Context: an optimization exercise on an open-source flow, tuned for small area. The choices shown serve that exercise and are no tape-out recipe. The RTL was checked by simulation tests, not by an equivalence proof against the original design. Power is estimated from default activity; no workload was simulated.

==> flow/design.v <==
package mipsPkg;
	localparam int dataWidth    = 32;
	localparam int regAddrWidth = 5;
	typedef logic [dataWidth-1:0]    word_t;
	typedef logic [regAddrWidth-1:0] regAddr_t;
	typedef enum logic [5:0] {
		opRtype    = 6'b000000,
		opJ        = 6'b000010,
		opJal      = 6'b000011,
		opBeq      = 6'b000100,
		opJr       = 6'b000111,  
		opAddi     = 6'b001000,
		opSpecial2 = 6'b011111,  
		opLw       = 6'b100011,
		opSw       = 6'b101011
	} opcode_t;
	typedef enum logic [5:0] {
		fnSllv = 6'b000100,
		fnSrlv = 6'b000110,
		fnSrav = 6'b000111,
		fnQb   = 6'b010000,  
		fnAdd  = 6'b100000,
		fnSub  = 6'b100010,
		fnAnd  = 6'b100100,
		fnOr   = 6'b100101,
		fnSlt  = 6'b101010
	} funct_t;
	localparam regAddr_t linkReg    = 5'd31;  
	localparam regAddr_t shamtQbAdd = 5'd0;   
endpackage
module aoi222 (
	input  logic a1, a2, b1, b2, c1, c2,
	output logic y
);
	assign y = ~((a1 & a2) | (b1 & b2) | (c1 & c2));
endmodule
module aoi22 (
	input  logic a1, a2, b1, b2,
	output logic y
);
	assign y = ~((a1 & a2) | (b1 & b2));
endmodule
module muxInv (
	input  logic s, d0, d1,
	output logic y
);
	assign y = ~(s ? d1 : d0);
endmodule
module halfAdd (
	input  logic a, b,
	output logic g, p
);
	assign g = a & b;
	assign p = a ^ b;
endmodule
module fullAdd (
	input  logic a, b, c,
	output logic s, co
);
	assign s  = a ^ b ^ c;
	assign co = (a & b) | (c & (a ^ b));
endmodule
module xor2 (
	input  logic a, b,
	output logic y
);
	assign y = a ^ b;
endmodule
module nor2 (
	input  logic a, b,
	output logic y
);
	assign y = ~(a | b);
endmodule
module oai21 (
	input  logic a1, a2, b1,
	output logic y
);
	assign y = ~((a1 | a2) & b1);
endmodule
module inv (
	input  logic a,
	output logic y
);
	assign y = ~a;
endmodule
module nand2 (
	input  logic a, b,
	output logic y
);
	assign y = ~(a & b);
endmodule
module nand3 (
	input  logic a, b, c,
	output logic y
);
	assign y = ~(a & b & c);
endmodule
module nand4 (
	input  logic a, b, c, d,
	output logic y
);
	assign y = ~(a & b & c & d);
endmodule
module or3 (
	input  logic a, b, c,
	output logic y
);
	assign y = a | b | c;
endmodule
module aoi22Nand (
	input  logic t, a1, a2, b1, b2,
	output logic y
);
	assign y = ~(t & ~((a1 & a2) | (b1 & b2)));
endmodule
module ao21 (
	input  logic a1, a2, b1,
	output logic y
);
	assign y = (a1 & a2) | b1;
endmodule
module controlDecoder (
	input  logic [5:0] opcode,
	input  logic [5:0] funct,
	input  logic [4:0] shamt,
	input  logic       reset,
	output logic       ctrl_regWrite,
	output logic       ctrl_memWrite,   
	output logic       ctrl_regDst,     
	output logic       ctrl_branch,     
	output logic       ctrl_jump,       
	output logic       ctrl_link,       
	output logic       ctrl_jumpReg,    
	output logic       ctrl_qb,         
	output logic       ctrl_sub,        
	output logic       ctrl_selSlt,
	output logic       ctrl_sra,
	output logic [3:0] ctrl_subQ,       
	output logic [3:0] ctrl_aluSrcQ,    
	output logic [3:0] ctrl_selSumQ,
	output logic [3:0] ctrl_selGQ,      
	output logic [3:0] ctrl_selOrQ,
	output logic [3:0] ctrl_selSrlQ,    
	output logic [3:0] ctrl_selSllQ,
	output logic [3:0] ctrl_leftQ,      
	output logic [3:0] ctrl_wbLinkQ,    
	output logic [3:0] ctrl_wbMemQ,     
	output logic [3:0] ctrl_wbAluQ      
);
	logic isR, isQb, isAddi, isLw, isSw, aluSrc;
	logic fAdd, fSub, fAnd, fOr, fSlt, fSll, fSrl, fSra;
	logic selSum, selG, selOr, selSrl;
	logic wbLink, wbMem, wbAlu;
	assign isR    = opcode == mipsPkg::opRtype;
	assign isQb   = opcode == mipsPkg::opSpecial2 && funct == mipsPkg::fnQb && shamt == mipsPkg::shamtQbAdd;
	assign isAddi = opcode == mipsPkg::opAddi;
	assign isLw   = opcode == mipsPkg::opLw;
	assign isSw   = opcode == mipsPkg::opSw;
	assign fAdd = isR && funct == mipsPkg::fnAdd;
	assign fSub = isR && funct == mipsPkg::fnSub;
	assign fAnd = isR && funct == mipsPkg::fnAnd;
	assign fOr  = isR && funct == mipsPkg::fnOr;
	assign fSlt = isR && funct == mipsPkg::fnSlt;
	assign fSll = isR && funct == mipsPkg::fnSllv;
	assign fSrl = isR && funct == mipsPkg::fnSrlv;
	assign fSra = isR && funct == mipsPkg::fnSrav;
	assign ctrl_branch   = opcode == mipsPkg::opBeq;
	assign ctrl_link     = opcode == mipsPkg::opJal;
	assign ctrl_jump     = opcode == mipsPkg::opJ || ctrl_link;
	assign ctrl_jumpReg  = opcode == mipsPkg::opJr;
	assign ctrl_memWrite = isSw;
	assign ctrl_regDst   = isR || isQb;
	assign aluSrc        = isAddi || isLw || isSw;
	assign ctrl_sub    = fSub || fSlt || ctrl_branch;
	assign ctrl_qb     = isQb;
	assign ctrl_selSlt = fSlt;
	assign ctrl_sra    = fSra;
	assign selSum = fAdd || fSub || isQb || aluSrc || ctrl_branch;
	assign selG   = fAnd || fOr;
	assign selOr  = fOr;
	assign selSrl = fSrl || fSra;
	assign ctrl_regWrite = fAdd || fSub || fAnd || fOr || fSlt || fSll || fSrl || fSra
		|| isQb || isAddi || isLw || ctrl_link;
	assign wbLink = ~reset & ctrl_link;
	assign wbMem  = ~reset & isLw;
	assign wbAlu  = ~reset & ~ctrl_link & ~isLw;
	logic subN, aluSrcN, selSumN, selGN, selOrN, selSrlN, sllN, wbLinkN, wbMemN, wbAluN;
	assign subN    = ~ctrl_sub;
	assign aluSrcN = ~aluSrc;
	assign selSumN = ~selSum;
	assign selGN   = ~selG;
	assign selOrN  = ~selOr;
	assign selSrlN = ~selSrl;
	assign sllN    = ~fSll;
	assign wbLinkN = ~wbLink;
	assign wbMemN  = ~wbMem;
	assign wbAluN  = ~wbAlu;
	for (genvar q = 0; q < 4; q++) begin : g_q
		inv u_sub (.a(subN), .y(ctrl_subQ[q]));
		inv u_src (.a(aluSrcN), .y(ctrl_aluSrcQ[q]));
		inv u_sum (.a(selSumN), .y(ctrl_selSumQ[q]));
		inv u_g (.a(selGN), .y(ctrl_selGQ[q]));
		inv u_or (.a(selOrN), .y(ctrl_selOrQ[q]));
		inv u_srl (.a(selSrlN), .y(ctrl_selSrlQ[q]));
		inv u_sll (.a(sllN), .y(ctrl_selSllQ[q]));
		inv u_left (.a(sllN), .y(ctrl_leftQ[q]));
		inv u_wl (.a(wbLinkN), .y(ctrl_wbLinkQ[q]));
		inv u_wm (.a(wbMemN), .y(ctrl_wbMemQ[q]));
		inv u_wa (.a(wbAluN), .y(ctrl_wbAluQ[q]));
	end
endmodule
module alu (
	input  logic           sub,
	input  logic           qb,
	input  logic           selSlt,
	input  logic           sra,
	input  logic [3:0]     selSumQ,
	input  logic [3:0]     selGQ,     
	input  logic [3:0]     selOrQ,
	input  logic [3:0]     selSrlQ,
	input  logic [3:0]     selSllQ,
	input  logic [3:0]     leftQ,
	input  logic [3:0][4:0] amountQ,  
	input  mipsPkg::word_t srcA,
	input  mipsPkg::word_t srcB,     
	input  mipsPkg::word_t srcT,     
	output mipsPkg::word_t result,
	output logic           zero      
);
	mipsPkg::word_t sum, g, p, sh;
	logic cout;
	logic [31:0] t0;
	aluAdder u_adder (.a(srcA), .b(srcB), .cin(sub), .qb(qb),
		.sum(sum), .g(g), .p(p), .cout(cout));
	assign zero = ~|sum;
	aluShifter u_shifter (.leftQ(leftQ), .arith(sra), .amountQ(amountQ), .d(srcT), .y(sh));
	for (genvar i = 0; i < 32; i++) begin : g_res
		localparam int q = i / 8;
		aoi222 u_t0 (.a1(selSumQ[q]), .a2(sum[i]), .b1(selGQ[q]), .b2(g[i]), .c1(selOrQ[q]), .c2(p[i]),
			.y(t0[i]));
		if (i == 0) begin : g_lsb
			logic t1;
			aoi222 u_t1 (.a1(selSrlQ[q]), .a2(sh[i]), .b1(selSllQ[q]), .b2(sh[31-i]), .c1(selSlt), .c2(~cout),
				.y(t1));
			nand2 u_r (.a(t0[i]), .b(t1), .y(result[i]));
		end else begin : g_msb
			aoi22Nand u_r (.t(t0[i]), .a1(selSrlQ[q]), .a2(sh[i]), .b1(selSllQ[q]), .b2(sh[31-i]),
				.y(result[i]));
		end
	end
endmodule
module aluAdder (
	input  mipsPkg::word_t a,
	input  mipsPkg::word_t b,
	input  logic           cin,
	input  logic           qb,
	output mipsPkg::word_t sum,
	output mipsPkg::word_t g,
	output mipsPkg::word_t p,
	output logic           cout
);
	logic [8:0] bc;    
	logic [7:0] bg, bp;
	for (genvar i = 0; i < 32; i++) begin : g_ha
		halfAdd u_ha (.a(a[i]), .b(b[i]), .g(g[i]), .p(p[i]));
	end
	assign bc[0] = cin;
	for (genvar k = 0; k < 8; k++) begin : g_blk
		claBlock4 u_blk (.g(g[4*k +: 4]), .p(p[4*k +: 4]), .cin(bc[k]),
			.sum(sum[4*k +: 4]), .bg(bg[k]), .bp(bp[k]));
		if (k == 1 || k == 3 || k == 5) begin : g_lane
			assign bc[k+1] = ~qb & (bg[k] | (bp[k] & bc[k]));
		end else begin : g_plain
			assign bc[k+1] = bg[k] | (bp[k] & bc[k]);
		end
	end
	assign cout = bc[8];
endmodule
module claBlock4 (
	input  logic [3:0] g,
	input  logic [3:0] p,
	input  logic       cin,
	output logic [3:0] sum,
	output logic       bg,
	output logic       bp
);
	logic [3:0] c;
	logic [1:0] h;
	assign c[0] = cin;
	ao21 u_c1 (.a1(p[0]), .a2(c[0]), .b1(g[0]), .y(c[1]));
	ao21 u_c2 (.a1(p[1]), .a2(c[1]), .b1(g[1]), .y(c[2]));
	ao21 u_c3 (.a1(p[2]), .a2(c[2]), .b1(g[2]), .y(c[3]));
	for (genvar i = 0; i < 4; i++) begin : g_sum
		xor2 u_s (.a(p[i]), .b(c[i]), .y(sum[i]));
	end
	ao21 u_h0 (.a1(p[1]), .a2(g[0]), .b1(g[1]), .y(h[0]));
	ao21 u_h1 (.a1(p[2]), .a2(h[0]), .b1(g[2]), .y(h[1]));
	ao21 u_bg (.a1(p[3]), .a2(h[1]), .b1(g[3]), .y(bg));
	assign bp = &p;
endmodule
module aluShifter (
	input  logic [3:0]      leftQ,
	input  logic            arith,
	input  logic [3:0][4:0] amountQ,
	input  mipsPkg::word_t  d,
	output mipsPkg::word_t  y
);
	logic [5:0][31:0] st;
	logic fill, fillN;
	assign fill  = arith & d[31];
	assign fillN = ~fill;
	for (genvar i = 0; i < 32; i++) begin : g_in
		muxInv u_m (.s(leftQ[i/8]), .d0(d[i]), .d1(d[31-i]), .y(st[0][i]));   
	end
	for (genvar s = 0; s < 5; s++) begin : g_stage
		for (genvar i = 0; i < 32; i++) begin : g_bit
			if (i + (1 << s) < 32) begin : g_mid
				muxInv u_m (.s(amountQ[i/8][s]), .d0(st[s][i]), .d1(st[s][i + (1 << s)]), .y(st[s+1][i]));
			end else begin : g_top
				muxInv u_m (.s(amountQ[i/8][s]), .d0(st[s][i]), .d1((s % 2 == 0) ? fillN : fill),
					.y(st[s+1][i]));
			end
		end
	end
	assign y = st[5];
endmodule
module registerFile #(
	parameter mipsPkg::word_t stackInit = 32'h0000_4000
) (
	input  logic              clk,
	input  logic              reset,
	input  mipsPkg::regAddr_t readAddr1,
	input  mipsPkg::regAddr_t readAddr2,
	input  mipsPkg::regAddr_t writeAddr,
	input  logic              writeEnable,
	input  logic [1:0][31:0]  writeData,    
	output mipsPkg::word_t    readData1,
	output mipsPkg::word_t    readData2,
	output logic [3:0][4:0]   shiftAmount   
);
	localparam int stackReg = 29;
	logic [31:1][31:0] regs;
	logic [1:0][31:1]  wen, sel1, sel2;
	logic [3:0][4:0]   amt;
	mipsPkg::word_t    stackData;
	assign stackData = writeData[stackReg/16] | ({32{reset}} & stackInit);
	for (genvar q = 0; q < 2; q++) begin : g_q
		writeDecode u_wdec (.addr(writeAddr), .en(writeEnable), .reset(reset), .sel(wen[q]));
		readDecode u_rdec1 (.addr(readAddr1), .sel(sel1[q]));
		readDecode u_rdec2 (.addr(readAddr2), .sel(sel2[q]));
	end
	for (genvar i = 1; i < 32; i++) begin : g_reg
		mipsPkg::word_t d;
		assign d = (i == stackReg) ? stackData : writeData[i/16];
		always_ff @(posedge clk) begin
			for (int q = 0; q < 2; q++) begin
				if (wen[q][i]) regs[i][16*q +: 16] <= d[16*q +: 16];
			end
		end
	end
	for (genvar b = 0; b < 32; b++) begin : g_bit
		logic [31:1] d;
		for (genvar i = 1; i < 32; i++) begin : g_d
			assign d[i] = regs[i][b];
		end
		if (b < 5) begin : g_amt
			readMux31Amt u_rd1 (.sel(sel1[b/16]), .d(d), .y(readData1[b]),
				.y0(shiftAmount[0][b]), .y1(shiftAmount[1][b]), .y2(shiftAmount[2][b]),
				.y3(shiftAmount[3][b]));
		end else begin : g_plain
			readMux31 u_rd1 (.sel(sel1[b/16]), .d(d), .y(readData1[b]));
		end
		readMux31 u_rd2 (.sel(sel2[b/16]), .d(d), .y(readData2[b]));
	end
endmodule
module writeDecode (
	input  logic [4:0]  addr,
	input  logic        en,
	input  logic        reset,
	output logic [31:1] sel
);
	logic [3:0] hiN;
	logic [7:0] loN;
	for (genvar j = 0; j < 4; j++) begin : g_hi
		assign hiN[j] = ~(reset | (en & (addr[4:3] == j)));
	end
	for (genvar k = 0; k < 8; k++) begin : g_lo
		assign loN[k] = ~(reset | (addr[2:0] == k));
	end
	for (genvar i = 1; i < 32; i++) begin : g_sel
		nor2 u_g (.a(hiN[i/8]), .b(loN[i%8]), .y(sel[i]));
	end
endmodule
module readDecode (
	input  logic [4:0]  addr,
	output logic [31:1] sel
);
	logic [3:0] hiN;
	logic [7:0] loN;
	for (genvar j = 0; j < 4; j++) begin : g_hi
		assign hiN[j] = ~(addr[4:3] == j);
	end
	for (genvar k = 0; k < 8; k++) begin : g_lo
		assign loN[k] = ~(addr[2:0] == k);
	end
	for (genvar i = 1; i < 32; i++) begin : g_sel
		nor2 u_g (.a(hiN[i/8]), .b(loN[i%8]), .y(sel[i]));
	end
endmodule
module readMux31 (
	input  logic [31:1] sel,
	input  logic [31:1] d,
	output logic        y
);
	logic [10:0] t;
	logic [2:0]  u;
	for (genvar k = 0; k < 10; k++) begin : g_aoi
		aoi222 u_aoi (
			.a1(sel[3*k+1]), .a2(d[3*k+1]),
			.b1(sel[3*k+2]), .b2(d[3*k+2]),
			.c1(sel[3*k+3]), .c2(d[3*k+3]),
			.y(t[k])
		);
	end
	nand2 u_t10 (.a(sel[31]), .b(d[31]), .y(t[10]));
	nand4 u_u0 (.a(t[0]), .b(t[1]), .c(t[2]), .d(t[3]), .y(u[0]));
	nand4 u_u1 (.a(t[4]), .b(t[5]), .c(t[6]), .d(t[7]), .y(u[1]));
	nand3 u_u2 (.a(t[8]), .b(t[9]), .c(t[10]), .y(u[2]));
	or3 u_y (.a(u[0]), .b(u[1]), .c(u[2]), .y(y));
endmodule
module readMux31Amt (
	input  logic [31:1] sel,
	input  logic [31:1] d,
	output logic        y,
	output logic        y0, y1, y2, y3
);
	logic [10:0] t;
	logic [2:0]  u;
	for (genvar k = 0; k < 10; k++) begin : g_aoi
		aoi222 u_aoi (
			.a1(sel[3*k+1]), .a2(d[3*k+1]),
			.b1(sel[3*k+2]), .b2(d[3*k+2]),
			.c1(sel[3*k+3]), .c2(d[3*k+3]),
			.y(t[k])
		);
	end
	nand2 u_t10 (.a(sel[31]), .b(d[31]), .y(t[10]));
	nand4 u_u0 (.a(t[0]), .b(t[1]), .c(t[2]), .d(t[3]), .y(u[0]));
	nand4 u_u1 (.a(t[4]), .b(t[5]), .c(t[6]), .d(t[7]), .y(u[1]));
	nand3 u_u2 (.a(t[8]), .b(t[9]), .c(t[10]), .y(u[2]));
	or3 u_y (.a(u[0]), .b(u[1]), .c(u[2]), .y(y));
	or3 u_y0 (.a(u[0]), .b(u[1]), .c(u[2]), .y(y0));
	or3 u_y1 (.a(u[0]), .b(u[1]), .c(u[2]), .y(y1));
	or3 u_y2 (.a(u[0]), .b(u[1]), .c(u[2]), .y(y2));
	or3 u_y3 (.a(u[0]), .b(u[1]), .c(u[2]), .y(y3));
endmodule
module fetchUnit #(
	parameter mipsPkg::word_t resetPc = '0
) (
	input  logic           clk,
	input  logic           reset,
	input  logic           branch,        
	input  logic           equal,         
	input  logic           jump,
	input  logic           jumpReg,
	input  logic [15:0]    branchOffset,
	input  logic [25:0]    jumpIndex,
	input  mipsPkg::word_t jumpRegTarget,
	output mipsPkg::word_t pc,
	output mipsPkg::word_t pcPlus4
);
	logic [29:0] incC;        
	logic [16:0] bc;          
	logic [15:0] bLo;
	logic [13:0] bHi, allOne, allZero;
	logic        up, down;
	mipsPkg::word_t branchTarget, jumpTarget, nextPc;
	logic        sRegN, sJmpN, sBrN, sSeqN;
	logic [3:0]  sReg, sJmp, sBr, sSeq;
	logic [31:0] t0, t1;
	assign incC[0] = 1'b1;
	for (genvar i = 0; i < 30; i++) begin : g_inc
		if (i < 29) begin : g_c
			halfAdd u_ha (.a(pc[i+2]), .b(incC[i]), .g(incC[i+1]), .p(pcPlus4[i+2]));
		end else begin : g_top
			xor2 u_x (.a(pc[i+2]), .b(incC[i]), .y(pcPlus4[i+2]));
		end
	end
	assign pcPlus4[1:0] = pc[1:0];
	assign bc[0] = 1'b1;
	for (genvar i = 0; i < 16; i++) begin : g_blo
		fullAdd u_fa (.a(pc[i+2]), .b(branchOffset[i]), .c(bc[i]), .s(bLo[i]), .co(bc[i+1]));
	end
	assign up   = bc[16] & ~branchOffset[15];
	assign down = ~bc[16] & branchOffset[15];
	assign allOne[0]  = 1'b1;
	assign allZero[0] = 1'b1;
	for (genvar i = 1; i < 14; i++) begin : g_pre
		assign allOne[i]  = allOne[i-1] & pc[i+17];
		assign allZero[i] = allZero[i-1] & ~pc[i+17];
	end
	for (genvar i = 0; i < 14; i++) begin : g_bhi
		logic flip;
		assign flip = (up & allOne[i]) | (down & allZero[i]);
		assign bHi[i] = pc[i+18] ^ flip;
	end
	assign branchTarget = {bHi, bLo, pc[1:0]};
	assign jumpTarget   = {pcPlus4[31:28], jumpIndex, 2'b00};
	assign sRegN = ~(~reset & jumpReg);
	assign sJmpN = ~(~reset & jump);
	assign sBrN  = ~(~reset & branch & equal);
	assign sSeqN = ~(~reset & ~jumpReg & ~jump & ~(branch & equal));
	for (genvar q = 0; q < 4; q++) begin : g_sel
		inv u_r (.a(sRegN), .y(sReg[q]));
		inv u_j (.a(sJmpN), .y(sJmp[q]));
		inv u_b (.a(sBrN), .y(sBr[q]));
		inv u_s (.a(sSeqN), .y(sSeq[q]));
	end
	for (genvar i = 0; i < 32; i++) begin : g_next
		localparam int q = i / 8;
		aoi222 u_t0 (.a1(sReg[q]), .a2(jumpRegTarget[i]), .b1(sJmp[q]), .b2(jumpTarget[i]),
			.c1(sBr[q]), .c2(branchTarget[i]), .y(t0[i]));
		nand2 u_t1 (.a(sSeq[q]), .b(pcPlus4[i]), .y(t1[i]));
		nand2 u_n (.a(t0[i]), .b(t1[i]), .y(nextPc[i]));
	end
	always_ff @(posedge clk) begin
		pc <= nextPc | ({32{reset}} & resetPc);
	end
endmodule
module dataPath #(
	parameter mipsPkg::word_t resetPc   = '0,
	parameter mipsPkg::word_t stackInit = 32'h0000_4000
) (
	input  logic           clk,
	input  logic           reset,
	input  mipsPkg::word_t instruction,
	input  mipsPkg::word_t memReadData,
	input  logic           ctrl_regWrite,
	input  logic           ctrl_regDst,
	input  logic           ctrl_branch,
	input  logic           ctrl_jump,
	input  logic           ctrl_link,
	input  logic           ctrl_jumpReg,
	input  logic           ctrl_qb,
	input  logic           ctrl_sub,
	input  logic           ctrl_selSlt,
	input  logic           ctrl_sra,
	input  logic [3:0]     ctrl_subQ,
	input  logic [3:0]     ctrl_aluSrcQ,
	input  logic [3:0]     ctrl_selSumQ,
	input  logic [3:0]     ctrl_selGQ,
	input  logic [3:0]     ctrl_selOrQ,
	input  logic [3:0]     ctrl_selSrlQ,
	input  logic [3:0]     ctrl_selSllQ,
	input  logic [3:0]     ctrl_leftQ,
	input  logic [3:0]     ctrl_wbLinkQ,
	input  logic [3:0]     ctrl_wbMemQ,
	input  logic [3:0]     ctrl_wbAluQ,
	output mipsPkg::word_t pc,
	output mipsPkg::word_t memAddr,
	output mipsPkg::word_t memWriteData
);
	mipsPkg::regAddr_t rs, rt, rd;
	mipsPkg::regAddr_t writeAddr;
	mipsPkg::word_t    signExtImm;
	mipsPkg::word_t    readData1, readData2;
	mipsPkg::word_t    aluSrcB, aluResult;
	logic [1:0][31:0]  writeData;
	logic [3:0][4:0]   shiftAmount;
	mipsPkg::word_t    pcPlus4;
	logic              aluZero;
	assign rs         = instruction[25:21];
	assign rt         = instruction[20:16];
	assign rd         = instruction[15:11];
	assign signExtImm = {{(mipsPkg::dataWidth-16){instruction[15]}}, instruction[15:0]};
	assign writeAddr = ctrl_link ? mipsPkg::linkReg : (ctrl_regDst ? rd : rt);
	for (genvar i = 0; i < 32; i++) begin : g_bit
		localparam int q = i / 8;
		logic wdN;
		assign aluSrcB[i] = ctrl_aluSrcQ[q] ? signExtImm[i] : (readData2[i] ^ ctrl_subQ[q]);
		aoi222 u_wd (.a1(ctrl_wbLinkQ[q]), .a2(pcPlus4[i]), .b1(ctrl_wbMemQ[q]), .b2(memReadData[i]),
			.c1(ctrl_wbAluQ[q]), .c2(aluResult[i]), .y(wdN));
		for (genvar c = 0; c < 2; c++) begin : g_copy
			inv u_wd (.a(wdN), .y(writeData[c][i]));
		end
	end
	assign memAddr      = aluResult;
	assign memWriteData = readData2;
	registerFile #(.stackInit(stackInit)) u_registerFile (
		.clk(clk), .reset(reset),
		.readAddr1(rs), .readAddr2(rt), .writeAddr(writeAddr),
		.writeEnable(ctrl_regWrite), .writeData(writeData),
		.readData1(readData1), .readData2(readData2), .shiftAmount(shiftAmount)
	);
	alu u_alu (
		.sub(ctrl_sub), .qb(ctrl_qb), .selSlt(ctrl_selSlt), .sra(ctrl_sra),
		.selSumQ(ctrl_selSumQ), .selGQ(ctrl_selGQ), .selOrQ(ctrl_selOrQ), .selSrlQ(ctrl_selSrlQ),
		.selSllQ(ctrl_selSllQ), .leftQ(ctrl_leftQ), .amountQ(shiftAmount),
		.srcA(readData1), .srcB(aluSrcB), .srcT(readData2),
		.result(aluResult), .zero(aluZero)
	);
	fetchUnit #(.resetPc(resetPc)) u_fetchUnit (
		.clk(clk), .reset(reset),
		.branch(ctrl_branch), .equal(aluZero), .jump(ctrl_jump), .jumpReg(ctrl_jumpReg),
		.branchOffset(instruction[15:0]), .jumpIndex(instruction[25:0]),
		.jumpRegTarget(readData1),  
		.pc(pc), .pcPlus4(pcPlus4)
	);
endmodule
module processor #(
	parameter mipsPkg::word_t resetPc   = '0,
	parameter mipsPkg::word_t stackInit = 32'h0000_4000
) (
	input  logic           clk,
	input  logic           reset,
	output mipsPkg::word_t pc,
	input  mipsPkg::word_t instruction,
	output logic           memWrite,
	output mipsPkg::word_t memAddr,
	output mipsPkg::word_t memWriteData,
	input  mipsPkg::word_t memReadData
);
	logic       ctrl_regWrite, ctrl_memWrite, ctrl_regDst, ctrl_branch, ctrl_jump, ctrl_link;
	logic       ctrl_jumpReg, ctrl_qb, ctrl_sub, ctrl_selSlt, ctrl_sra;
	logic [3:0] ctrl_subQ, ctrl_aluSrcQ, ctrl_selSumQ, ctrl_selGQ, ctrl_selOrQ, ctrl_selSrlQ;
	logic [3:0] ctrl_selSllQ, ctrl_leftQ, ctrl_wbLinkQ, ctrl_wbMemQ, ctrl_wbAluQ;
	controlDecoder u_controlDecoder (
		.opcode(instruction[31:26]), .funct(instruction[5:0]), .shamt(instruction[10:6]),
		.reset(reset),
		.ctrl_regWrite(ctrl_regWrite), .ctrl_memWrite(ctrl_memWrite), .ctrl_regDst(ctrl_regDst),
		.ctrl_branch(ctrl_branch), .ctrl_jump(ctrl_jump), .ctrl_link(ctrl_link),
		.ctrl_jumpReg(ctrl_jumpReg), .ctrl_qb(ctrl_qb), .ctrl_sub(ctrl_sub),
		.ctrl_selSlt(ctrl_selSlt), .ctrl_sra(ctrl_sra),
		.ctrl_subQ(ctrl_subQ), .ctrl_aluSrcQ(ctrl_aluSrcQ), .ctrl_selSumQ(ctrl_selSumQ),
		.ctrl_selGQ(ctrl_selGQ), .ctrl_selOrQ(ctrl_selOrQ), .ctrl_selSrlQ(ctrl_selSrlQ),
		.ctrl_selSllQ(ctrl_selSllQ), .ctrl_leftQ(ctrl_leftQ), .ctrl_wbLinkQ(ctrl_wbLinkQ),
		.ctrl_wbMemQ(ctrl_wbMemQ), .ctrl_wbAluQ(ctrl_wbAluQ)
	);
	dataPath #(.resetPc(resetPc), .stackInit(stackInit)) u_dataPath (
		.clk(clk), .reset(reset),
		.instruction(instruction), .memReadData(memReadData),
		.ctrl_regWrite(ctrl_regWrite), .ctrl_regDst(ctrl_regDst), .ctrl_branch(ctrl_branch),
		.ctrl_jump(ctrl_jump), .ctrl_link(ctrl_link), .ctrl_jumpReg(ctrl_jumpReg),
		.ctrl_qb(ctrl_qb), .ctrl_sub(ctrl_sub), .ctrl_selSlt(ctrl_selSlt), .ctrl_sra(ctrl_sra),
		.ctrl_subQ(ctrl_subQ), .ctrl_aluSrcQ(ctrl_aluSrcQ), .ctrl_selSumQ(ctrl_selSumQ),
		.ctrl_selGQ(ctrl_selGQ), .ctrl_selOrQ(ctrl_selOrQ), .ctrl_selSrlQ(ctrl_selSrlQ),
		.ctrl_selSllQ(ctrl_selSllQ), .ctrl_leftQ(ctrl_leftQ), .ctrl_wbLinkQ(ctrl_wbLinkQ),
		.ctrl_wbMemQ(ctrl_wbMemQ), .ctrl_wbAluQ(ctrl_wbAluQ),
		.pc(pc), .memAddr(memAddr), .memWriteData(memWriteData)
	);
	assign memWrite = ctrl_memWrite;
endmodule
==> flow/run.sh <==
#!/bin/bash
# synth_recipe.tcl (not shown) runs the flow's synth.tcl, then flattens the netlist and writes it again
# the make line also repeats each setting of config.mk as NAME=value (left out here)
make -C /OpenROAD-flow-scripts/flow DESIGN_CONFIG=/design/flow/config.mk WORK_HOME=/design/flow/orfs CLKGATE_MAP_FILE= SYNTH_SCRIPT=/design/flow/synth_recipe.tcl finish
==> flow/config.mk <==
export PLATFORM = sky130hd
export DESIGN_NAME = processor
export DESIGN_NICKNAME = processor
export VERILOG_FILES = /design/flow/design.v
export SDC_FILE = /design/flow/constraint.sdc
export NUM_CORES = 4
export LEC_CHECK = 0
export CAP_MARGIN = 20
export CORE_MARGIN = 2
export CORE_UTILIZATION = 40
export GPL_TIMING_DRIVEN = 0
export SETUP_SLACK_MARGIN = 0.2
export SLEW_MARGIN = 20
export SYNTH_HIERARCHICAL = 1
==> flow/constraint.sdc <==
create_clock -name core_clock -period 10.0 [get_ports {clk}]
set_input_delay 2.0000 -clock core_clock [delete_from_list [all_inputs] [get_ports {clk}]]
set_output_delay 2.0000 -clock core_clock [all_outputs]
set_load 0.01 [all_outputs]
==> flow_results.org, run 1 <==
** Status
- The run finished with no timing, DRC or antenna violations.

** Finish
- For this run, the number of standard cells in the final layout without fillers is 5345.
- Total number of nets in the final design :: 3863
- With fillers left out, the area of the finished cells amounts to 57800 sq um.
- Fraction of final layout cells sized beyond drive strength 1 :: 17.8%
- Synth-to-Final Area Change :: 21.0%

** Detailed routing
- Iteration-0 DRC count of the detailed router :: 10229
- After detailed routing, the average wire length per cell comes to 36.5 microns.
- In the routed layout, each cell is associated on average with a via count of 7.25.
- The final layout contains routed wiring with a total length of 195000 microns.
- Once detail routing completed, the nets flagged for antenna violations numbered 0.
- The pre-antenna-repair detailed-routing pass consisted of 12 iterations.
- Detailed-route DRC error count :: 0
- For this block, the via count after detailed routing is 38755.

** CTS
- Register clock-pin slew on the reported worst setup and hold paths :: 0.06 ns
- Number of buffers inserted during clock tree synthesis :: 106
- Maximum buffer depth of the clock tree :: 3
- Clock tree synthesis selected as its root buffer the cell sky130_fd_sc_hd__clkbuf_16.
- CTS built an H-tree with a depth of 3.
- Number of sinks on the clock net :: 1024
- CTS tree :: done
- Clock latency on the worst-skew pair, taken at its later pin, is 0.73 ns.

** Global route
- Peak-usage layer in the global routing report :: met2
- Global routing consumed, on the met2 layer, 46.8% of the routing resources.
- Overflow left after global routing :: 0
- Met1 track demand over resource :: 39.2%
- Entering global routing, the biggest net connects 22 pins.
- The initial antenna violation count is 8.
- Via count of the first global-routing pass :: 36701
- GR Layer Usage met3 :: 10.1%
- The first global-routing pass estimated 268000 microns of wire.
- Overall Global Routing Usage :: 30.8%

** STA
- Across all hold checks on the routed design, the worst slack comes to 0.539 ns.
- Worst max-slew margin expressed relative to the limit :: 18.8%
- Setup violations remaining at the end of the flow were counted as 0.
- Fraction of the cycle the final worst path needs :: 97.0%
- For this run, the top clock speed supported by timing is 0.103 GHz.
- Worst-Margin Slew :: 1.21 ns
- The worst path needs 9.70 ns of the cycle, external delays included.
- Number of max-slew violations in the final report :: 0
- For the final database, setup skew stands at 0.0785 ns.
- Setup repair after global routing missed its margin :: true
- The total count of hold-check failures in the final report was 0.

** Synthesis
- Share of flip-flops with an asynchronous set or reset after synthesis :: 0%
- During synthesis, Yosys emitted a total of 8 warnings.
- Cell taking the most area after synthesis :: sky130_fd_sc_hd__edfxtp_1
- Area share of the largest cell type after synthesis :: 62.4%
- Unique masters post-synth :: 63
- Ranked by total cell area, the synthesized netlist is headed by sky130_fd_sc_hd__edfxtp_1, sky130_fd_sc_hd__a222oi_1, sky130_fd_sc_hd__mux2i_1.
- Summing the sequential cell areas from Yosys gives 63.8% of the chip area.
- Yosys mapped a number of flops with a built-in enable equal to 992.
- The average instance in the mapped netlist occupies 14.6 sq um.
- The cell area that synthesis handed to floorplanning was 47700 sq um.
- The most common cell in the synthesized netlist is sky130_fd_sc_hd__edfxtp_1.
- Synthesis inferred 1024 register bits.
- In the synthesized netlist, the cells that appear most often are sky130_fd_sc_hd__edfxtp_1, sky130_fd_sc_hd__a222oi_1, sky130_fd_sc_hd__nor2_1, sky130_fd_sc_hd__mux2i_1, sky130_fd_sc_hd__nand2_1.
- Main synth FF type :: sky130_fd_sc_hd__edfxtp_1
- Mapped Cells :: 3262

** Floorplanning
- Initial core utilization :: 40.4%
- DIE HEIGHT :: 349 microns
- In this run the standard cell core region covers 118000 sq um.
- DIE WIDTH :: 349 microns
- Ports placed on the boundary :: 163
- The die covers 122000 sq um.
- Cell row count :: 126

** Power and ir drop
- Sequential cell fraction of total power :: 47.0%
- In this run the power spent charging and discharging nets is 2.98 mW.
- In this run the static leakage power is 21.3 nW.
- Internal power comes to 7.78 mW.
- Proportion of power drawn by combinational gates :: 16.3%
- Total power per unit cell area :: 186 nW/um^2
- Switching Share :: 27.7%
- Overall power after layout :: 10.8 mW
- Maximum VDD drop :: 0.132 mV
- The clock network is responsible for 36.6% of the overall power.

** Setup path
- Crit path DAT :: 7.70 ns
- For the worst setup path, the data required time is 8.00 ns.
- STA classifies the critical path endpoint as an output pin.
- The critical path contains buffers and inverters numbering 3 combined.
- Among the stages of the critical path, the cell type that occurs most often is sky130_fd_sc_hd__a21o_1.
- Delay of the slowest cell on the worst path :: 0.60 ns
- Critical-path maximum fanout :: 18
- Broken down by cell family, the worst path's largest delay share belongs to compound AO/OA/AOI/OAI gates.
- Type of origin of the critical path :: input port
- The slowest stage of the critical path is the sky130_fd_sc_hd__or3_4 cell.
- The worst setup path is of the input port to output pin kind.
- Critical path cell sequence :: buf_8 -> nand3b_1 -> nor2_2 -> buf_6 -> a222oi_1 -> nand4_1 -> or3_4 -> xnor2_1 -> o21ai_1 -> ha_1 -> a21o_1 -> a21o_1 -> a21o_1 -> a211oi_4 -> nor3_2 -> a21o_1 -> a21o_1 -> a21o_1 -> xor2_1 -> a222oi_1 -> nand2_1 -> clkdlybuf4s50_1

** Placed design
- In this run the cell area measured after placement is 53700 sq um.
- At the end of routability-driven placement, the weighted congestion stood at 0.964.
- The count of buffers added on input and output ports is 162.
- HPWL after detailed placement :: 143000 microns
- The number of placed instances, taps included, is 5102.

** Job
- The tool flagged a number of max-cap violations equal to 0.

** Hold path
- The min-delay analysis places its worst path in the category flip-flop to flip-flop.
-- state kept, by name, indices dropped and copies added, names as in the netlist --
signal / cells
u_dataPath.u_registerFile.regs: 992
u_dataPath.u_fetchUnit.pc: 32
-- power groups by stage --
| stage | Clock [mW] | Sequential [mW] | Combinational, mW |
|---|---|---|---|
| final | 3.94 | 5.06 | 1.76 |
| after global placement | 0 | 5.13 | 1.58 |
| after CTS | 3.96 | 5.05 | 1.69 |
| after detailed placement | 0 | 5.14 | 1.65 |
| after floorplan | 0 | 5.11 | 0.936 |
| after global routing | 4.13 | 5.07 | 1.82 |
-- modules after synthesis, one instance, submodules excluded, excerpt --
module	times used	cells	area, sq um	flops+latches
writeDecode	2	18	98.8	0
inv	124	1	3.75	0
aoi222	737	1	10.0	0
muxInv	192	1	10.0	0
aoi22Nand	31	2	11.3	0
controlDecoder	1	50	322	0
-- kinds of logic (layout without fill, tap and decap cells) --
group                    count (synthesis)  after routing  synth area share [%]
adder cells (fa/ha/maj)                 79             79                  2.32
AND/OR/NAND/NOR                        786            786                  8.39
flip-flops                            1024           1024                  63.8
other                                    2              8                0.0157
multiplexers                           210            210                  4.45
XOR/XNOR                                79             79                  1.45
AO/OA/AOI/OAI                          888            888                  17.7
buffers and inverters                  194            735                  1.90
-- worst paths after layout --
check / startpoint / depth (start not counted) / endpoint / slack, ns
max reg2reg: u_dataPath.u_fetchUnit.pc[2]$_DFF_P_ / 25 / u_dataPath.u_fetchUnit.pc[31]$_DFF_P_ / 1.59
max: instruction[17] / 22 / memAddr[11] / 0.30
min: u_dataPath.u_fetchUnit.pc[0]$_DFF_P_ / 2 / u_dataPath.u_fetchUnit.pc[0]$_DFF_P_ / 0.54
min reg2reg: u_dataPath.u_fetchUnit.pc[0]$_DFF_P_ / 2 / u_dataPath.u_fetchUnit.pc[0]$_DFF_P_ / 0.54
-- layout make-up --
| type | instances | area (sq um) |
|---|---|---|
| plain buffers | 52 | 372 |
| clock inverters | 73 | 719 |
| flip-flops and latches | 1024 | 30400 |
| repair buffers | 346 | 3760 |
| inverters | 142 | 533 |
| multi-input cells | 2046 | 17300 |
| diodes | 4 | 10.0 |
| clock buffers | 122 | 2710 |
| well taps | 1536 | 1920 |
| fillers | 10070 | 60500 |
-- layout by cell type (no fill, tap or decap), types with 20 or more instances in the layout --
cell,Yosys,final
sky130_fd_sc_hd__xor2_1,51,51
sky130_fd_sc_hd__buf_8,0,58
sky130_fd_sc_hd__clkinv_2,0,23
sky130_fd_sc_hd__buf_4,38,85
sky130_fd_sc_hd__inv_1,138,137
sky130_fd_sc_hd__a222oi_1,737,737
sky130_fd_sc_hd__ha_1,63,63
sky130_fd_sc_hd__a21o_1,53,53
sky130_fd_sc_hd__buf_6,3,90
sky130_fd_sc_hd__a22oi_1,32,32
sky130_fd_sc_hd__clkinv_1,0,21
sky130_fd_sc_hd__nand3_1,70,67
sky130_fd_sc_hd__clkbuf_16,0,106
sky130_fd_sc_hd__dfxtp_1,32,32
sky130_fd_sc_hd__nor2_4,0,36
sky130_fd_sc_hd__nand4_1,135,135
sky130_fd_sc_hd__clkdlybuf4s50_1,0,135
sky130_fd_sc_hd__or3_1,90,71
sky130_fd_sc_hd__mux2i_1,194,194
sky130_fd_sc_hd__nor2_2,0,150
sky130_fd_sc_hd__a31oi_1,26,20
sky130_fd_sc_hd__nand2_1,190,183
sky130_fd_sc_hd__edfxtp_1,992,992
sky130_fd_sc_hd__xnor2_1,28,28
-- per-layer routing --
metal  vias to the layer above  routed length [microns]  part of all wire [%]
li1                      15679                        -                     -
met1                     19239                    68700                    35
met2                      3325                    85200                    44
met3                       508                    29800                    15
met4                         4                    11700                   6.0
met5                         -                       27                 0.014
-- per-stage QoR --
| stage | util (%) | setup WS (ns) | TNS [ns] |
|---|---|---|---|
| after floorplan | - | 0.221 | 0 |
| after global placement | 43.4 | -2.09 | -656.65 |
| after detailed placement | 45.4 | -1.61 | -243.90 |
| after CTS | 48.7 | 0.155 | 0 |
| after global routing | 48.8 | 0.130 | 0 |
| final | 48.8 | 0.297 | 0 |
-- what timing repair did --
action,CTS,global route
setup buffers,30,13
pin swaps,26,24
gates resized for setup,124,32
hold buffers,0,0
setup endpoints to repair,150,27
-- worst register-to-register path, stage by stage (launching register included) --
cell	delay (ns)
sky130_fd_sc_hd__dfxtp_1	0.37
sky130_fd_sc_hd__fa_1	0.46
sky130_fd_sc_hd__fa_1	0.39
sky130_fd_sc_hd__fa_1	0.39
sky130_fd_sc_hd__fa_1	0.39
sky130_fd_sc_hd__fa_1	0.39
sky130_fd_sc_hd__fa_1	0.39
sky130_fd_sc_hd__fa_2	0.35
sky130_fd_sc_hd__fa_1	0.38
sky130_fd_sc_hd__fa_1	0.39
sky130_fd_sc_hd__fa_1	0.40
sky130_fd_sc_hd__fa_2	0.35
sky130_fd_sc_hd__fa_2	0.35
sky130_fd_sc_hd__fa_2	0.36
sky130_fd_sc_hd__fa_2	0.44
sky130_fd_sc_hd__fa_2	0.36
sky130_fd_sc_hd__fa_2	0.35
sky130_fd_sc_hd__inv_1	0.06
sky130_fd_sc_hd__ha_1	0.16
sky130_fd_sc_hd__or4b_4	0.52
sky130_fd_sc_hd__nor4_4	0.16
sky130_fd_sc_hd__buf_6	0.16
sky130_fd_sc_hd__a32oi_1	0.11
sky130_fd_sc_hd__xnor2_1	0.17
sky130_fd_sc_hd__a222oi_1	0.32
sky130_fd_sc_hd__nand2_1	0.09
==> run 2: changes to the inputs <==
--- a/flow/design.v
+++ b/flow/design.v
@@ -341,11 +341,11 @@
 );
 	localparam int stackReg = 29;
 	logic [31:1][31:0] regs;
-	logic [1:0][31:1]  wen, sel1, sel2;
+	logic [3:0][31:1]  wen, sel1, sel2;
 	logic [3:0][4:0]   amt;
 	mipsPkg::word_t    stackData;
 	assign stackData = writeData[stackReg/16] | ({32{reset}} & stackInit);
-	for (genvar q = 0; q < 2; q++) begin : g_q
+	for (genvar q = 0; q < 4; q++) begin : g_q
 		writeDecode u_wdec (.addr(writeAddr), .en(writeEnable), .reset(reset), .sel(wen[q]));
 		readDecode u_rdec1 (.addr(readAddr1), .sel(sel1[q]));
 		readDecode u_rdec2 (.addr(readAddr2), .sel(sel2[q]));
@@ -354,8 +354,8 @@
 		mipsPkg::word_t d;
 		assign d = (i == stackReg) ? stackData : writeData[i/16];
 		always_ff @(posedge clk) begin
-			for (int q = 0; q < 2; q++) begin
-				if (wen[q][i]) regs[i][16*q +: 16] <= d[16*q +: 16];
+			for (int q = 0; q < 4; q++) begin
+				if (wen[q][i]) regs[i][8*q +: 8] <= d[8*q +: 8];
 			end
 		end
 	end
@@ -365,13 +365,13 @@
 			assign d[i] = regs[i][b];
 		end
 		if (b < 5) begin : g_amt
-			readMux31Amt u_rd1 (.sel(sel1[b/16]), .d(d), .y(readData1[b]),
+			readMux31Amt u_rd1 (.sel(sel1[b/8]), .d(d), .y(readData1[b]),
 				.y0(shiftAmount[0][b]), .y1(shiftAmount[1][b]), .y2(shiftAmount[2][b]),
 				.y3(shiftAmount[3][b]));
 		end else begin : g_plain
-			readMux31 u_rd1 (.sel(sel1[b/16]), .d(d), .y(readData1[b]));
+			readMux31 u_rd1 (.sel(sel1[b/8]), .d(d), .y(readData1[b]));
 		end
-		readMux31 u_rd2 (.sel(sel2[b/16]), .d(d), .y(readData2[b]));
+		readMux31 u_rd2 (.sel(sel2[b/8]), .d(d), .y(readData2[b]));
 	end
 endmodule
 module writeDecode (
--- a/flow/config.mk
+++ b/flow/config.mk
@@ -8,6 +8,9 @@
 export CAP_MARGIN = 20
 export CORE_MARGIN = 2
 export CORE_UTILIZATION = 40
+export CTS_BUF_LIST = sky130_fd_sc_hd__clkbuf_16
+export CTS_CLUSTER_DIAMETER = 80
+export CTS_CLUSTER_SIZE = 18
 export GPL_TIMING_DRIVEN = 0
 export SETUP_SLACK_MARGIN = 0.2
 export SLEW_MARGIN = 20
==> flow_results.org, run 2 <==
** Floorplanning
- Overall die area :: 125000 sq um (was 122000 sq um)
- Initial core utilization :: 40.3% (was 40.4%)
- Cell row count :: 128 (was 126)
- The area inside the core boundary came to 122000 sq um (was 118000 sq um).
- DIE WIDTH :: 354 microns (was 349 microns)
- Ports placed on the boundary :: 163 (unchanged)
- The chip height came to 354 microns (was 349 microns).

** CTS
- The CTS root buffer was sky130_fd_sc_hd__clkbuf_16 (unchanged).
- Maximum buffer depth of the clock tree :: 3 (unchanged)
- Number of buffers inserted during clock tree synthesis :: 70 (was 106)
- The clock insertion delay at the later pin of the skew report came to 0.68 ns (was 0.73 ns).
- The maximum level of the CTS H-tree came to 3 (unchanged).
- The clock tree from TritonCTS is done (unchanged).
- Hold buffer count at CTS :: 0 (unchanged)
- The clock transition at the register clock pins on the worst setup and hold paths after CTS is 0.07 ns (was 0.06 ns).
- The CTS sink count is 1024 (unchanged).

** Setup path
- Crit-path leading delay family :: compound AO/OA/AOI/OAI gates (unchanged)
- The data arrival at the endpoint of the critical path came to 7.78 ns (was 7.70 ns).
- The startpoint of the lowest-slack register-to-register path is u_dataPath.u_fetchUnit.pc[2]$_DFF_P_ (unchanged).
- Critical register-to-register path endpoint :: u_dataPath.u_fetchUnit.pc[29]$_DFF_P_ (was u_dataPath.u_fetchUnit.pc[31]$_DFF_P_)
- CP endpoint kind :: output pin (unchanged)
- The type of the worst setup path is input port to output pin (unchanged).
- Crit path buffers/inverters :: 2 (was 3)
- Worst setup slack for register-to-register paths :: 1.54 ns (was 1.59 ns)
- The startpoint type of the worst setup path is an input port (unchanged).
- Data required time at the worst endpoint :: 8.00 ns (about the same)
- Delay of the slowest cell on the worst path :: 0.59 ns (was 0.60 ns)
- Library cell appearing most often on the critical path :: sky130_fd_sc_hd__a21o_1 (unchanged)
- Critical-path maximum fanout :: 17 (was 18)
- Critical path cell sequence :: clkbuf_4 -> nand3b_1 -> nor2_1 -> a222oi_1 -> nand4_1 -> or3_1 -> ha_1 -> a21o_1 -> a21o_1 -> a21o_1 -> a211oi_4 -> nor4b_2 -> o2bb2ai_2 -> a21o_1 -> a21o_1 -> xor2_1 -> a222oi_1 -> nand2_2 -> clkdlybuf4s50_1 (was buf_8 -> nand3b_1 -> nor2_2 -> buf_6 -> a222oi_1 -> nand4_1 -> or3_4 -> xnor2_1 -> o21ai_1 -> ha_1 -> a21o_1 -> a21o_1 -> a21o_1 -> a211oi_4 -> nor3_2 -> a21o_1 -> a21o_1 -> a21o_1 -> xor2_1 -> a222oi_1 -> nand2_1 -> clkdlybuf4s50_1)
- FF-to-FF path depth :: 25 (unchanged)
- Master of the slowest instance on the critical path :: sky130_fd_sc_hd__a222oi_1 (was sky130_fd_sc_hd__or3_4)

** Finish
- The total number of nets in the final design is 3959 (was 3863).
- Leading cell types in the layout, fill and taps excluded: sky130_fd_sc_hd__edfxtp_1, sky130_fd_sc_hd__a222oi_1, sky130_fd_sc_hd__nor2_1, sky130_fd_sc_hd__mux2i_1, sky130_fd_sc_hd__nand2_1 (was sky130_fd_sc_hd__edfxtp_1, sky130_fd_sc_hd__a222oi_1, sky130_fd_sc_hd__mux2i_1, sky130_fd_sc_hd__nand2_1, sky130_fd_sc_hd__nor2_2).
- The number of flip-flops under the largest register name came to 992 (unchanged).
- Synth-to-Final Area Change :: 13.4% (was 21.0%)
- The share of the core filled with cells came to 45.6% (was 48.8%).
- The area of all placed cells without fillers came to 55500 sq um (was 57800 sq um).
- The register with the most flip-flops is u_dataPath.u_registerFile.regs (unchanged).
- Layout filler cell count :: 10928 (was 10070)
- The most frequent standard cell in the layout excluding fill and tap cells is sky130_fd_sc_hd__edfxtp_1 (unchanged).
- Largest regs: u_dataPath.u_registerFile.regs x992, u_dataPath.u_fetchUnit.pc x32 (unchanged).
- Fraction of final layout cells sized beyond drive strength 1 :: 8.18% (was 17.8%)

** Power and ir drop
- Fraction of power consumed by the clock network :: 29.3% (was 36.6%)
- The fraction of power consumed by sequential logic was 52.8% (was 47.0%).
- The leakage dissipation was 20.1 nW (was 21.3 nW).
- The ratio of total power to cell area is 172 nW/um^2 (was 186 nW/um^2).
- Switching Share :: 28.1% (was 27.7%)
- The power spent charging and discharging nets was 2.69 mW (was 2.98 mW).
- The power share of the combinational group is 17.9% (was 16.3%).
- The worst ir drop on vdd is 0.123 mV (was 0.132 mV).
- The post-route total power was 9.57 mW (was 10.8 mW).
- Internal power summed over all cells :: 6.88 mW (was 7.78 mW)

** Detailed routing
- The detailed-route DRC error count was 0 (unchanged).
- The routed via count divided by cell count came to 7.15 (was 7.25).
- The post-detailed-route count of antenna-violating nets was 0 (unchanged).
- The DRC marker count from the first detailed-route iteration came to 9493 (was 10229).
- The per-cell routed wire length came to 33.9 microns (was 36.5 microns).
- The total length of routed wires came to 185000 microns (was 195000 microns).
- The routed via count is 39174 (was 38755).
- The count of TritonRoute iterations in the first routing pass came to 12 (unchanged).

** Synthesis
- Area share of the largest cell type after synthesis :: 60.9% (was 62.4%)
- Multiplexer fraction of the synthesized cell area :: 4.34% (was 4.45%)
- Fraction of the mapped netlist area in compound gates :: 17.6% (was 17.7%)
- Synthesis-stage register bit count :: 1024 (unchanged)
- The dominant combinational cell family by area after synthesis is compound AO/OA/AOI/OAI gates (unchanged).
- Adder-cell share of the synthesized area :: 2.27% (was 2.32%)
- The most used flip-flop cell after synthesis was sky130_fd_sc_hd__edfxtp_1 (unchanged).
- The number of distinct standard cells referenced by the synthesized netlist is 63 (unchanged).
- The most area-hungry cell type in the Yosys netlist was sky130_fd_sc_hd__edfxtp_1 (unchanged).
- Syn avg cell area :: 13.9 sq um (was 14.6 sq um)
- XOR/XNOR Fraction of Synth Area :: 1.41% (was 1.45%)
- Cell types with the highest counts after synthesis: sky130_fd_sc_hd__edfxtp_1, sky130_fd_sc_hd__a222oi_1, sky130_fd_sc_hd__nor2_1, sky130_fd_sc_hd__mux2i_1, sky130_fd_sc_hd__nand2_1 (unchanged).
- Yosys warnings :: 8 (unchanged)
- Simple-gate portion of the synthesized area :: 10.3% (was 8.39%)
- Synth area leaders :: sky130_fd_sc_hd__edfxtp_1, sky130_fd_sc_hd__a222oi_1, sky130_fd_sc_hd__mux2i_1 (unchanged)
- Most repeated cell in the gate-level netlist after synthesis :: sky130_fd_sc_hd__edfxtp_1 (unchanged)
- The share of the yosys chip area belonging to registers was 62.2% (was 63.8%).
- The share of flip-flops with an asynchronous set or reset is 0% (unchanged).
- Post-Synthesis Cell Area :: 48900 sq um (was 47700 sq um)
- Count of flip-flops with a built-in enable after synthesis :: 992 (unchanged)
- Mapped Cells :: 3532 (was 3262)

** Global route
- Overflow left after global routing :: 0 (unchanged)
- Maximum number of pins on one net before global-route repair :: 22 (unchanged)
- Global-route wire length before repair :: 259000 microns (was 268000 microns)
- Via count of the first global-routing pass :: 37198 (was 36701)
- The initial antenna violation count is 5 (was 8).
- Overall Global Routing Usage :: 28.3% (was 30.8%)

** STA
- The total count of hold-check failures in the final report was 0 (unchanged).
- The final critical-path share of the clock period came to 97.8% (was 97.0%).
- Worst max-slew margin expressed relative to the limit :: 24.4% (was 18.8%)
- The number of pins with negative max-slew slack in the final report is 0 (unchanged).
- The post-layout minimum cycle time came to 9.78 ns (was 9.70 ns).
- The total of endpoints with negative setup slack in the final report came to 0 (unchanged).
- Setup repair after global routing missed its margin :: true (unchanged)
- Worst-Margin Slew :: 1.13 ns (was 1.21 ns)
- Achievable Freq :: 0.102 GHz (was 0.103 GHz)
- Setup skew after layout :: 0.0442 ns (was 0.0785 ns)

** Placed design
- The global placer's final weighted congestion was 1.02 (was 0.964).
- The placed cell area came to 52900 sq um (was 53700 sq um).
- The number of port buffers is 162 (unchanged).
- HPWL after detailed placement :: 136000 microns (was 143000 microns)

** Hold path
- Startpoint of the tightest hold check path :: u_dataPath.u_fetchUnit.pc[1]$_DFF_P_ (was u_dataPath.u_fetchUnit.pc[0]$_DFF_P_)
- The worst hold path endpoint is u_dataPath.u_fetchUnit.pc[1]$_DFF_P_ (was u_dataPath.u_fetchUnit.pc[0]$_DFF_P_).
- Hold/Removal Path Class :: flip-flop to flip-flop (unchanged)
- Instance count along the most critical hold path :: 2 (unchanged)

** Status
- Status :: timing/DRC/antenna clean (unchanged)

** Job
- Max capacitance violation total :: 0 (unchanged)
run 2: metal layers:
layer	track usage, %	routed length (microns)	vias up
met4	13.0	9800	2
met1	37.8	69800	19502
met5	0	13	-
li1	-	-	16158
met3	6.73	23400	490
met2	43.8	82400	3022
run 2: tightest hold or removal path, stage by stage (launching register included):
cell and delay [ns]:
sky130_fd_sc_hd__dfxtp_1 0.36, sky130_fd_sc_hd__nand2_1 0.07, sky130_fd_sc_hd__nand2_1 0.04
run 2: cell families after synthesis:
logic type / count (synthesis)
adders and majority gates: 79
DFF: 1024
other: 2
AOI/OAI and AO/OA: 912
buffers and inverters: 206
xor gates and xnor gates: 79
muxes: 210
and+or+nand+nor: 1020
run 2: Yosys stat by module, one instance, submodules excluded, excerpt:
| module | area, sq um | cells | flops+latches |
|---|---|---|---|
| ao21 | 7.51 | 1 | 0 |
| nand2 | 3.75 | 1 | 0 |
| or3 | 6.26 | 1 | 0 |
| halfAdd | 12.5 | 1 | 0 |
| controlDecoder | 322 | 50 | 0 |
| aluAdder | 129 | 18 | 0 |
| writeDecode | 98.8 | 18 | 0 |
| aluShifter | 250 | 34 | 0 |
| readDecode | 82.6 | 12 | 0 |
| nor2 | 3.75 | 1 | 0 |
| aoi22Nand | 11.3 | 2 | 0 |
| alu | 76.3 | 12 | 0 |
| muxInv | 10.0 | 1 | 0 |
| fullAdd | 20.0 | 1 | 0 |
run 2: repair_timing:
action | 4_1_cts | 5_1_grt
pin swaps | 38 | 40
endpoints found under the setup margin | 34 | 36
buffers inserted | 23 | 9
resized for setup | 57 | 42
run 2: power groups by stage:
| stage | sequential [mW] | clock [mW] | combinational [mW] |
|---|---|---|---|
| 2_1_floorplan | 5.11 | 0 | 0.970 |
| 3_3_place_gp | 5.13 | 0 | 1.59 |
| 3_5_place_dp | 5.14 | 0 | 1.60 |
| 4_1_cts | 5.05 | 2.84 | 1.64 |
| 5_1_grt | 5.07 | 2.99 | 1.78 |
| 6_report | 5.05 | 2.80 | 1.71 |
run 2: worst max-delay path by stage:
stage | startpoint | cells after the start | endpoint
global placement | instruction[18] | 23 | memAddr[31]
global route | instruction[16] | 21 | memAddr[18]
detailed placement | instruction[0] | 25 | u_dataPath.u_fetchUnit.pc[29]$_DFF_P_
CTS | instruction[30] | 25 | memAddr[31]
finish | instruction[23] | 19 | memAddr[18]
floorplan | instruction[0] | 24 | u_dataPath.u_fetchUnit.pc[29]$_DFF_P_
run 2: area by class of cell:
cell class	instances	area, sq um	area share [%]
timing repair buffer	208	2170	3.92
sequential	1024	30400	54.9
clock buffer	74	1850	3.34
clock inverter	33	198	0.356
multi-input combinational	2304	17800	32.1
inverter	152	574	1.04
tap	1625	2030	3.67
buffer	54	382	0.688
antenna	2	5.00	0.00902
run 2: stage by stage:
stage                     hold slack [ns]  std cells  worst slack (ns)  TNS [ns]
after floorplan                     0.444       3534             0.221         0
after global placement              0.511       5321             -2.09   -345.49
after detailed placement            0.497       5335             -1.32    -19.07
after CTS                           0.508       5465             0.171         0
after global routing                0.524       5474             0.110         0
final                               0.516       5476             0.220         0
==> run 3: changes to the inputs <==
==> flow/flow/run.sh (new file) <==
#!/bin/bash
set -euo pipefail
bash standard.sh synth > synth.log 2>&1
bash standard.sh \
  "BUFFER_PORTS_ARGS=-buffer_cell sky130_fd_sc_hd__buf_1" \
  "CTS_ARGS=-sink_clustering_enable -repair_clock_nets -dont_use_dummy_load -sink_clustering_size 18 -sink_clustering_max_diameter 80 -buf_list sky130_fd_sc_hd__clkbuf_16" \
  finish > layout.log 2>&1
==> flow/standard.sh (new file) <==
#!/bin/bash
# synth_recipe.tcl (not shown) runs the flow's synth.tcl, then flattens the netlist and writes it again
# the make line also repeats each setting of config.mk as NAME=value (left out here)
make -C /OpenROAD-flow-scripts/flow DESIGN_CONFIG=/design/flow/config.mk WORK_HOME=/design/flow/orfs CLKGATE_MAP_FILE= SYNTH_SCRIPT=/design/flow/synth_recipe.tcl "${@:-finish}"
--- a/flow/config.mk
+++ b/flow/config.mk
@@ -8,9 +8,6 @@
 export CAP_MARGIN = 20
 export CORE_MARGIN = 2
 export CORE_UTILIZATION = 40
-export CTS_BUF_LIST = sky130_fd_sc_hd__clkbuf_16
-export CTS_CLUSTER_DIAMETER = 80
-export CTS_CLUSTER_SIZE = 18
 export GPL_TIMING_DRIVEN = 0
 export SETUP_SLACK_MARGIN = 0.2
 export SLEW_MARGIN = 20
removed: flow/run.sh
==> flow_results.org, run 3 <==
** Status
- Status: timing/DRC/antenna clean (unchanged).

** Synthesis
- Main synth FF type :: sky130_fd_sc_hd__edfxtp_1 (unchanged)
- The flip-flop and latch count after synthesis came to 1024 (unchanged).
- Area share of the largest cell type after synthesis :: 60.9% (unchanged)
- Most repeated cell in the gate-level netlist after synthesis :: sky130_fd_sc_hd__edfxtp_1 (unchanged)
- The area share of xor/xnor cells in the synthesized design was 1.41% (unchanged).
- Count of flip-flops with a built-in enable after synthesis :: 992 (unchanged)
- Post-Synthesis Cell Area :: 48900 sq um (unchanged)
- Cell types with the highest counts after synthesis :: sky130_fd_sc_hd__edfxtp_1, sky130_fd_sc_hd__a222oi_1, sky130_fd_sc_hd__nor2_1, sky130_fd_sc_hd__mux2i_1, sky130_fd_sc_hd__nand2_1 (unchanged)
- The synthesis warning total is 8 (unchanged).
- The dominant combinational cell family by area after synthesis is compound AO/OA/AOI/OAI gates (unchanged).
- The mean instance size in the synthesized netlist is 13.9 sq um (unchanged).
- The most area-hungry cell type in the Yosys netlist is sky130_fd_sc_hd__edfxtp_1 (unchanged).
- Synth area leaders :: sky130_fd_sc_hd__edfxtp_1, sky130_fd_sc_hd__a222oi_1, sky130_fd_sc_hd__mux2i_1 (unchanged)
- The share of flip-flops with an asynchronous set or reset was 0% (unchanged).
- Mapped Cells :: 3532 (unchanged)

** STA
- The post-layout minimum cycle time came to 9.84 ns (was 9.78 ns).
- Setup repair after global routing missed its margin: true (unchanged).
- The clock skew after layout was 0.0558 ns (was 0.0442 ns).
- The final-layout worst hold slack was 0.523 ns (was 0.516 ns).
- The total count of hold-check failures in the final report was 0 (unchanged).
- The number of pins with negative max-slew slack in the final report was 0 (unchanged).
- Worst max-slew margin expressed relative to the limit :: 13.8% (was 24.4%)
- Worst-Margin Slew :: 1.29 ns (was 1.13 ns)

** Job
- Max capacitance violation total :: 0 (unchanged)

** Setup path
- The number of buffer and inverter instances along the worst setup path is 2 (unchanged).
- The startpoint type of the worst setup path is an input port (unchanged).
- The kind of end point of the critical path was an output pin (unchanged).
- Worst Setup Path Type :: input port to output pin (unchanged)
- The required time of the critical path came to 8.00 ns (about the same).
- The cell at the slowest stage of the critical path is sky130_fd_sc_hd__or3_1 (was sky130_fd_sc_hd__a222oi_1).
- Critical path cell sequence :: clkbuf_4 -> nand3b_1 -> nor2_1 -> a222oi_1 -> nand4_1 -> or3_1 -> ha_1 -> a21o_1 -> a21o_1 -> a21o_1 -> a211oi_4 -> nor4b_1 -> o2bb2ai_1 -> a21o_1 -> a21o_1 -> a21o_1 -> a21o_1 -> xor2_1 -> a222oi_1 -> nand2_2 -> buf_1 (was clkbuf_4 -> nand3b_1 -> nor2_1 -> a222oi_1 -> nand4_1 -> or3_1 -> ha_1 -> a21o_1 -> a21o_1 -> a21o_1 -> a211oi_4 -> nor4b_2 -> o2bb2ai_2 -> a21o_1 -> a21o_1 -> xor2_1 -> a222oi_1 -> nand2_2 -> clkdlybuf4s50_1)
- Crit-path leading delay family :: compound AO/OA/AOI/OAI gates (unchanged)
- The data arrival at the endpoint of the critical path was 7.84 ns (was 7.78 ns).

** Placed design
- Number of port buffers :: 162 (unchanged)
- HPWL after detailed placement :: 137000 microns (was 136000 microns)
- The global placer's final weighted congestion is 1.00 (was 1.02).
- The placed cell area came to 52000 sq um (was 52900 sq um).

** Finish
- Layout filler cell count :: 10987 (was 10928)
- The share of the core filled with cells came to 44.7% (was 45.6%).
- The fraction of final layout cells with drive strength greater than 1 is 8.18% (about the same).
- The number of standard cells in the layout, taps in and fillers out came to 5461 (was 5476).
- Largest regs :: u_dataPath.u_registerFile.regs x992, u_dataPath.u_fetchUnit.pc x32 (unchanged)
- Post-Layout Inst Area :: 54300 sq um (was 55500 sq um)
- Total number of nets in the final design :: 3972 (was 3959)
- The number of flip-flops under the largest register name is 992 (unchanged).
- Area taken by multi-input logic gates :: 17800 sq um (about the same)
- Leading cell types in the layout, fill and taps excluded: sky130_fd_sc_hd__edfxtp_1, sky130_fd_sc_hd__a222oi_1, sky130_fd_sc_hd__nor2_1, sky130_fd_sc_hd__mux2i_1, sky130_fd_sc_hd__nand2_1 (unchanged).
- Largest register by flop count :: u_dataPath.u_registerFile.regs (unchanged)
- Most common library cell in the layout ignoring fill and taps :: sky130_fd_sc_hd__edfxtp_1 (unchanged)

** CTS
- Maximum level of the CTS H-tree :: 3 (unchanged)
- Number of sinks on the clock net :: 1024 (unchanged)
- The clock transition at the register clock pins on the worst setup and hold paths after CTS is 0.08 ns (was 0.07 ns).

** Floorplanning
- The floorplan die width came to 354 microns (unchanged).
- The row count came to 128 (unchanged).
- DIE HEIGHT :: 354 microns (unchanged)

** Global route
- The initial antenna violation count came to 8 (was 5).
- The largest net degree at the start of global routing came to 22 (unchanged).
- The global-route wire length before repair was 258000 microns (was 259000 microns).

** Power and ir drop
- The worst ir drop on vdd is 0.124 mV (was 0.123 mV).
- The power share of the combinational group was 17.8% (was 17.9%).
- Switching Share :: 28.0% (was 28.1%)
- The internal power summed over all cells was 6.72 mW (was 6.88 mW).
- The leakage dissipation was 19.5 nW (was 20.1 nW).
- The ratio of total power to cell area was 172 nW/um^2 (about the same).

** Detailed routing
- The DRC marker count from the first detailed-route iteration came to 8741 (was 9493).
- The post-detailed-route count of antenna-violating nets was 0 (unchanged).
- Avg Vias per Cell :: 7.18 (was 7.15)
- Pre-antenna DRT Iters :: 11 (was 12)
- Average routed wire per standard cell :: 34.0 microns (was 33.9 microns)
- Total detailed-routing wirelength :: 186000 microns (was 185000 microns)
[run 3: changes by cell type in the layout (fill, tap and decap cells not counted), sizes merged, moves of 3 or more]
cell,delta
inv,-20
dlymetal6s2s,-4
clkdlybuf4s50,-141
dlygate4sd2,-3
clkbuf,-3
clkinv,-12
diode,+9
buf,+160
[run 3: modules after synthesis (local to each module, per instance), a selection]
| module | flip-flops and latches | area [sq um] | times used | cells inside |
|---|---|---|---|---|
| controlDecoder | 0 | 322 | 1 | 50 |
| aluShifter | 0 | 250 | 1 | 34 |
| aluAdder | 0 | 129 | 1 | 18 |
| writeDecode | 0 | 98.8 | 4 | 18 |
| fullAdd | 0 | 20.0 | 16 | 1 |
| aoi22Nand | 0 | 11.3 | 31 | 2 |
| aoi222 | 0 | 10.0 | 737 | 1 |
| ao21 | 0 | 7.51 | 48 | 1 |
| nand4 | 0 | 6.26 | 128 | 1 |
| nand3 | 0 | 5.00 | 64 | 1 |
| inv | 0 | 3.75 | 124 | 1 |
[run 3: cell families (layout without fill, tap and decap cells)]
logic type,Yosys count,count (layout)
buffers and inverters,206,497
other,2,15
AO/OA/AOI/OAI,912,912
flip-flops,1024,1024
AND/OR/NAND/NOR,1020,1020
XOR/XNOR,79,79
adder cells (fa/ha/maj),79,79
multiplexers,210,210
[run 3: layout make-up]
type                            count  area share (%)
Timing Repair Buffer              221            2.45
Inverter                          152            1.06
Multi-Input combinational cell   2304            32.8
Buffer                             54           0.702
Clock buffer                       70            3.22
Tap cell                         1625            3.74
Antenna cell                       11          0.0507
Sequential cell                  1024            56.0
[run 3: per-stage QoR]
stage | total power, mW | worst slack [ns]
global placement | 6.66 | -1.51
floorplan | 6.08 | 0.221
CTS | 9.29 | 0.203
finish | 9.34 | 0.158
detailed placement | 6.69 | -0.946
global route | 9.60 | 0.0872
[run 3: timing repair]
item	in CTS	in global routing
pin swaps	6	56
hold buffers	0	0
setup buffers	6	39
setup endpoints to repair	16	17
resized for setup	23	67
[run 3: worst paths after layout]
path	end	depth (start not counted)	startpoint	slack (ns)
max	memAddr[23]	21	instruction[23]	0.16
min	u_dataPath.u_fetchUnit.pc[1]$_DFF_P_	2	u_dataPath.u_fetchUnit.pc[1]$_DFF_P_	0.52
max reg2reg	u_dataPath.u_fetchUnit.pc[30]$_DFF_P_	25	u_dataPath.u_fetchUnit.pc[2]$_DFF_P_	1.49
min reg2reg	u_dataPath.u_fetchUnit.pc[1]$_DFF_P_	2	u_dataPath.u_fetchUnit.pc[1]$_DFF_P_	0.52
[run 3: power groups by stage]
stage / registers, mW / clock network (mW) / logic [mW]
2_1_floorplan: 5.11 / 0 / 0.970
3_3_place_gp: 5.13 / 0 / 1.53
3_5_place_dp: 5.14 / 0 / 1.55
4_1_cts: 5.04 / 2.67 / 1.57
5_1_grt: 5.07 / 2.80 / 1.73
6_report: 5.05 / 2.62 / 1.67
[run 3: metal layers]
layer | routed length (microns) | GRT usage [%] | vias to the layer above
li1 | - | - | 16153
met4 | 10300 | 13.7 | 8
met3 | 22800 | 6.20 | 500
met5 | 59 | 0 | -
met2 | 82900 | 44.0 | 3021
met1 | 69600 | 37.8 | 19508
[run 3: worst min-delay path: cells and delay by family, from the launching register on]
kind             cells  cell delay, ns
and+or+nand+nor      2            0.12
DFF                  1            0.36

## port drivers added, routing unchanged
Ports are ideal in the flow. The routed layouts listed here were re-timed in OpenROAD.
Step 1: set_driving_cell puts a clkbuf_16 on clk and a buf_2 on each other input, an assumption about the parent block.
Step 2 times the ports against the registers' clock, not the clock port: input delays grow and output delays shrink by t, the midpoint of the rising clock arrivals with the driver on.
Slacks: no drivers / after step 1 / after step 2; pairs: no drivers / after step 1.
run | t (ns) | slack for setup (ns) | worst setup path at the end | pins driven straight from the clock port
run 1 | 0.756 | 0.297 / 0.147 / -0.171 | input to register | 1
run 2 | 0.717 | 0.220 / 0.189 / -0.290 | input to register | 1
run 3 | 0.716 | 0.158 / 0.063 / -0.314 | input to register | 1
With both steps, setup timing fails in every run listed, where it was met with ideal ports. The setup slack of run 2, which loses most, moves by -0.031 ns with the drivers and by -0.510 ns with both steps.
